This design comes from an exercise in tuning for small area, a short achievable clock period and few clock cycles on the open sky130 flow, not from production work. At most, simulation tests tie the RTL to the original design; equivalence was not proved. No activity file was given, so power comes from the tool's default toggle rates.

Design ppm_p6_top, start of the top module:
module ppm_p6_top
(
    input  logic        clk,
    input  logic        rst_n,
    input  logic        in_valid,
    output logic        in_stall,
    input  logic [7:0]  in_byte,
    input  logic        in_eos,
    output logic        out_valid,
    input  logic        out_stall,
    output logic [2:0]  out_kind,
    output logic [7:0]  out_red,
    output logic [7:0]  out_green,
    output logic [7:0]  out_blue,
    output logic [15:0] out_column,
    output logic [15:0] out_row,
    output logic [15:0] out_width,
    output logic [15:0] out_height,
    output logic        out_last,
    input  logic        cfg_write,
    input  logic        cfg_index,
    input  logic [15:0] cfg_data
);
    ppm_p6_stream_decoder u_dec (
        .clk        (clk),
        .rst_n      (rst_n),
        .in_valid   (in_valid),
        .in_stall   (in_stall),
        .in_byte    (in_byte),
        .in_eos     (in_eos),
        .out_valid  (out_valid),
        .out_stall  (out_stall),
        .out_kind   (out_kind),
        .out_red    (out_red),
  ...
==> flow/config.mk <==
export PLATFORM = sky130hd
export DESIGN_NAME = ppm_p6_top
export DESIGN_NICKNAME = ppm_p6_top
export VERILOG_FILES = /design/flow/design.v
export SDC_FILE = /design/flow/constraint.sdc
export NUM_CORES = 4
export LEC_CHECK = 0
export CAP_MARGIN = 20
export CORE_MARGIN = 2
export CORE_UTILIZATION = 55
export PLACE_DENSITY = 0.7
export SETUP_SLACK_MARGIN = 2.9
export SLEW_MARGIN = 20
==> flow/constraint.sdc <==
create_clock -name core_clock -period 5.0 [get_ports {clk}]
set_input_delay 1.0000 -clock core_clock [delete_from_list [all_inputs] [get_ports {clk}]]
set_output_delay 1.0000 -clock core_clock [all_outputs]
set_load 0.01 [all_outputs]
run.sh (not shown) runs the stock make flow with config.mk's settings and CLKGATE_MAP_FILE= SYNTH_SCRIPT=/design/flow/synth_recipe.tcl, a recipe that flattens the netlist after the stock synthesis.
The baseline produced a clean layout.
Testbench counts at the start, summed over its fixed seeds: cycles 66,959.
Edit:
CORE_UTILIZATION = 40   (was 55)
PLACE_DENSITY = 0.6   (was 0.7)
SETUP_SLACK_MARGIN = 3.2   (was 2.9)
Outcome: The new run finished clean; setup slack is better by 93 ps; final area went up by a little under a tenth; wire length went up by about a fifth; utilization went down by 16 points; sequential share of layout area went down by 3.1 points; clock power went down by a few percent; clock-buffer cell count went down by 7; power went up by a few percent.

========
main:
Another version of the RTL of ppm_p6_top (not shown whole).
For scale: ~1200 cells after synthesis, ~280 flip-flops, roughly 130 I/O pins, roughly 14000 µm² of cells after synthesis.
## ppm_p6_top
module ppm_p6_top
(
    input  logic        clk,
    input  logic        rst_n,
    input  logic        in_valid,
    output logic        in_stall,
    input  logic [7:0]  in_byte,
    input  logic        in_eos,
    output logic        out_valid,
    input  logic        out_stall,
    output logic [2:0]  out_kind,
    output logic [7:0]  out_red,
    output logic [7:0]  out_green,
    output logic [7:0]  out_blue,
    output logic [15:0] out_column,
    output logic [15:0] out_row,
    output logic [15:0] out_width,
    output logic [15:0] out_height,
    output logic        out_last,
    input  logic        cfg_write,
    input  logic        cfg_index,
    input  logic [15:0] cfg_data
);
    ppm_p6_stream_decoder u_dec (
        .clk        (clk),
        .rst_n      (rst_n),
        .in_valid   (in_valid),
        .in_stall   (in_stall),
        .in_byte    (in_byte),
        .in_eos     (in_eos),
        .out_valid  (out_valid),
        .out_stall  (out_stall),
        .out_kind   (out_kind),
        .out_red    (out_red),
        .out_green  (out_green),
        .out_blue   (out_blue),
        .out_column (out_column),
        .out_row    (out_row),
        .out_width  (out_width),
        .out_height (out_height),
        .out_last   (out_last),
        .cfg_write  (cfg_write),
        .cfg_index  (cfg_index),
        .cfg_data   (cfg_data)
    );
endmodule
Settings: LEC_CHECK=0, CAP_MARGIN=20, CORE_MARGIN=2, CORE_UTILIZATION=40, CTS_BUF_LIST=sky130_fd_sc_hd__clkbuf_8, PLACE_DENSITY=0.6, SETUP_SLACK_MARGIN=2.8, SLEW_MARGIN=20; clock period 5.0 ns.
main went all the way through synthesis, placement and routing and the layout is clean on timing, DRC and antenna.
> inputs changed (main -> the feature branch)
- PLACE_DENSITY now 0.5, was 0.6
==> comparison <==
- The final layout from the feature branch, which completed every stage, passed the timing, design-rule and antenna checks at the end of the flow.
- Compared to main, the feature branch has post-layout minimum cycle time 50 ps higher.
- Multi-input logic area in the feature branch is 1.6% lower than in main
- [compare] base=main new=the feature branch: highest ir drop seen on vdd higher; fmax lower.
Function was not checked in any run of this note: the RTL went through the layout flow alone.

========
## exp/sierra
Another version of the RTL of ppm_p6_top (not shown whole).
For scale: roughly 1200 cells after synthesis, about 280 flip-flops, roughly 130 I/O pins, about 0.014 sq mm of cells after synthesis.
export LEC_CHECK = 0
export CAP_MARGIN = 0
export CORE_MARGIN = 2
export CORE_UTILIZATION = 40
export PLACE_DENSITY = 0.6
export SETUP_SLACK_MARGIN = 2.8
export SLEW_MARGIN = 0
create_clock -name core_clock -period 5.0 [get_ports {clk}]
Testbench counts of exp/sierra, summed over its fixed seeds: cycles 66,959.
Edits applied to the flow inputs when going from exp/sierra to exp/raven:
- SETUP_SLACK_MARGIN: 2.8 -> 2.7
- CAP_MARGIN: 0 -> 20
- CTS_BUF_LIST: unset -> sky130_fd_sc_hd__clkbuf_8
- PLACE_DENSITY: 0.6 -> 0.5
- SLEW_MARGIN: 0 -> 20
--- outcome ---
- As far as design area is concerned, exp/sierra and exp/raven perform about the same.
- For exp/raven, the startpoint of the most critical setup path was u_dec.ir_b[3], unlike exp/sierra, where it was u_dec.ir_dh[0].
- Delta (exp/raven minus exp/sierra): net count of the finished layout picked up an extra about 1.2%; met2 global-route usage picked up an extra 2.2 points.
Input changes introduced in exp/quartz (baseline for comparison: exp/raven):
- PLACE_DENSITY now 0.55, was 0.5
- SETUP_SLACK_MARGIN now 2.8, was 2.7
Of the two candidates, exp/raven has the worse cell-internal power and exp/quartz the better one.
| hold slack | exp/quartz vs exp/raven | worse |
[exp/quartz] net switching power figure fell 1.1% relative to exp/raven
Going from exp/raven to exp/quartz, sequential share of power went up 0.2 points; share of the final layout cell area in sequential cells higher; count of plain and timing-repair buffers rose by 6.
Cmp exp/quartz vs exp/raven: transition time of the tightest slew-check pin lower in exp/quartz
Quantity of gates resized following cts, exp/quartz and exp/raven: smaller value in exp/raven
exp/raven vs exp/quartz, path type of the worst min-delay path: flip-flop to flip-flop vs input port to asynchronous set/reset pin
exp/quartz vs exp/raven: power in the clock group down
Wire length improves in exp/quartz relative to exp/raven.
Edits applied to the flow inputs when going from exp/quartz to exp/lagoon:
- PLACE_DENSITY: 0.55 -> 0.6
- CTS_BUF_LIST: sky130_fd_sc_hd__clkbuf_8 -> unset
==> flow/flow/run.sh (new file) <==
#!/bin/bash
# Layout flow: the standard synthesis unchanged, then the standard ORFS layout
# with the port buffers built from buf_4 cells instead of delay cells, and the
# timing repair free to change a cell's footprint.
set -euo pipefail
bash standard.sh synth > synth.log 2>&1
bash standard.sh "BUFFER_PORTS_ARGS=-buffer_cell sky130_fd_sc_hd__buf_4" MATCH_CELL_FOOTPRINT=0 finish > layout.log 2>&1
==> flow/standard.sh (new file) <==
#!/bin/bash
# synth_recipe.tcl (not shown) runs the flow's synth.tcl, then flattens the netlist and writes it again
# the make line also repeats each setting of config.mk as NAME=value (left out here)
make -C /OpenROAD-flow-scripts/flow DESIGN_CONFIG=/design/flow/config.mk WORK_HOME=/design/flow/orfs CLKGATE_MAP_FILE= SYNTH_SCRIPT=/design/flow/synth_recipe.tcl "${@:-finish}"
removed: flow/run.sh
--- outcome ---
- Per the final summary, exp/lagoon finished and its layout is clean on timing, DRC and antenna.
- Taking exp/quartz as the reference, in exp/lagoon worst slew margin relative to its limit went down 8.8 points; total stage count of the critical path went down 1; die area held; actual slew at the worst max-slew pin went up 0.13 ns.
- Min signed area change from the synthesized netlist to the final layout across exp/quartz and exp/lagoon: exp/quartz
What exp/zinc does differently from exp/lagoon at the input level:
- CTS_BUF_LIST newly set to sky130_fd_sc_hd__clkbuf_8
- PLACE_DENSITY changed from 0.6 to 0.5
- CORE_UTILIZATION changed from 40 to 45
==> flow/run.sh (new file) <==
#!/bin/bash
# synth_recipe.tcl (not shown) runs the flow's synth.tcl, then flattens the netlist and writes it again
# the make line also repeats each setting of config.mk as NAME=value (left out here)
make -C /OpenROAD-flow-scripts/flow DESIGN_CONFIG=/design/flow/config.mk WORK_HOME=/design/flow/orfs CLKGATE_MAP_FILE= SYNTH_SCRIPT=/design/flow/synth_recipe.tcl finish
removed: flow/flow/run.sh
removed: flow/standard.sh
==> comparison <==
Changes observed in exp/zinc relative to exp/lagoon: total design power decreased 4.0%, wire length reported by the detailed router increased 940 um.
Side by side, final cycle utilization of the critical path turned out higher in exp/zinc than in exp/lagoon.
Relative to exp/lagoon, combinational logic power decreased by about 4% in exp/zinc.
In exp/zinc, setup slack after layout is lower than in exp/lagoon.
Compared with exp/lagoon, placement density in the core of exp/zinc is higher.
In the floorplan summary, exp/zinc is listed with a die area less than that of exp/lagoon.
Taking exp/lagoon as the reference point, the time the final worst path needs with I/O delays and setup of exp/zinc rises by 0.0099 ns.
Sequential cell area delta (exp/lagoon -> exp/zinc): insignificant
As of exp/zinc, post-CTS setup repair buffer count had risen by more than a quarter compared to exp/lagoon.
[exp/zinc vs exp/lagoon] global router's overall resource usage: higher in exp/zinc

-- static timing again, ports no longer ideal --
The results above use ideal ports. As a check the final layouts listed here were re-extracted and re-timed, cells and wires unchanged.
Step 1, drivers: a clkbuf_16 drives clk and a buf_2 each remaining input, both assumed.
Step 2 adds t to the input delays and takes it off the output delays; t is the mean of the earliest and latest rising clock arrival at the registers after step 1. Input paths then give back, and output paths get back, about the clock's delay inside the block.
a / b / c = ideal ports / drivers / drivers and shift; a / b = the first two.
| run | shift t [ns] | slack for setup (ns) | worst setup path at the end | latest minus earliest clock arrival (ns) | worst register clock-pin slew, ns |
|---|---|---|---|---|---|
| the first run of note 1 | 0.577 | 2.655 / 2.655 / 2.264 | input to register | 0.011 / 0.011 | 0.07 / 0.07 |
| the second run of note 1 | 0.597 | 2.748 / 2.748 / 2.384 | input to register | 0.017 / 0.017 | 0.07 / 0.07 |
| main | 0.630 | 2.710 / 2.710 / 2.234 | input to register | 0.024 / 0.024 | 0.07 / 0.07 |
| the feature branch | 0.613 | 2.659 / 2.659 / 2.225 | input to register | 0.033 / 0.033 | 0.07 / 0.07 |
| exp/sierra | 0.584 | 2.682 / 2.682 / 2.262 | input to register | 0.018 / 0.018 | 0.07 / 0.07 |
| exp/raven | 0.613 | 2.648 / 2.648 / 2.184 | input to register | 0.024 / 0.025 | 0.07 / 0.07 |
| exp/quartz | 0.599 | 2.668 / 2.668 / 2.227 | input to register | 0.024 / 0.023 | 0.07 / 0.07 |
| exp/lagoon | 0.607 | 2.672 / 2.672 / 2.312 | input to register | 0.012 / 0.013 | 0.06 / 0.06 |
| exp/zinc | 0.608 | 2.662 / 2.662 / 2.206 | input to register | 0.019 / 0.020 | 0.06 / 0.06 |
After both steps every run listed still meets setup and hold. For main, which loses most, drivers alone change the setup slack by 0.000 ns; drivers and shift together by -0.476 ns.
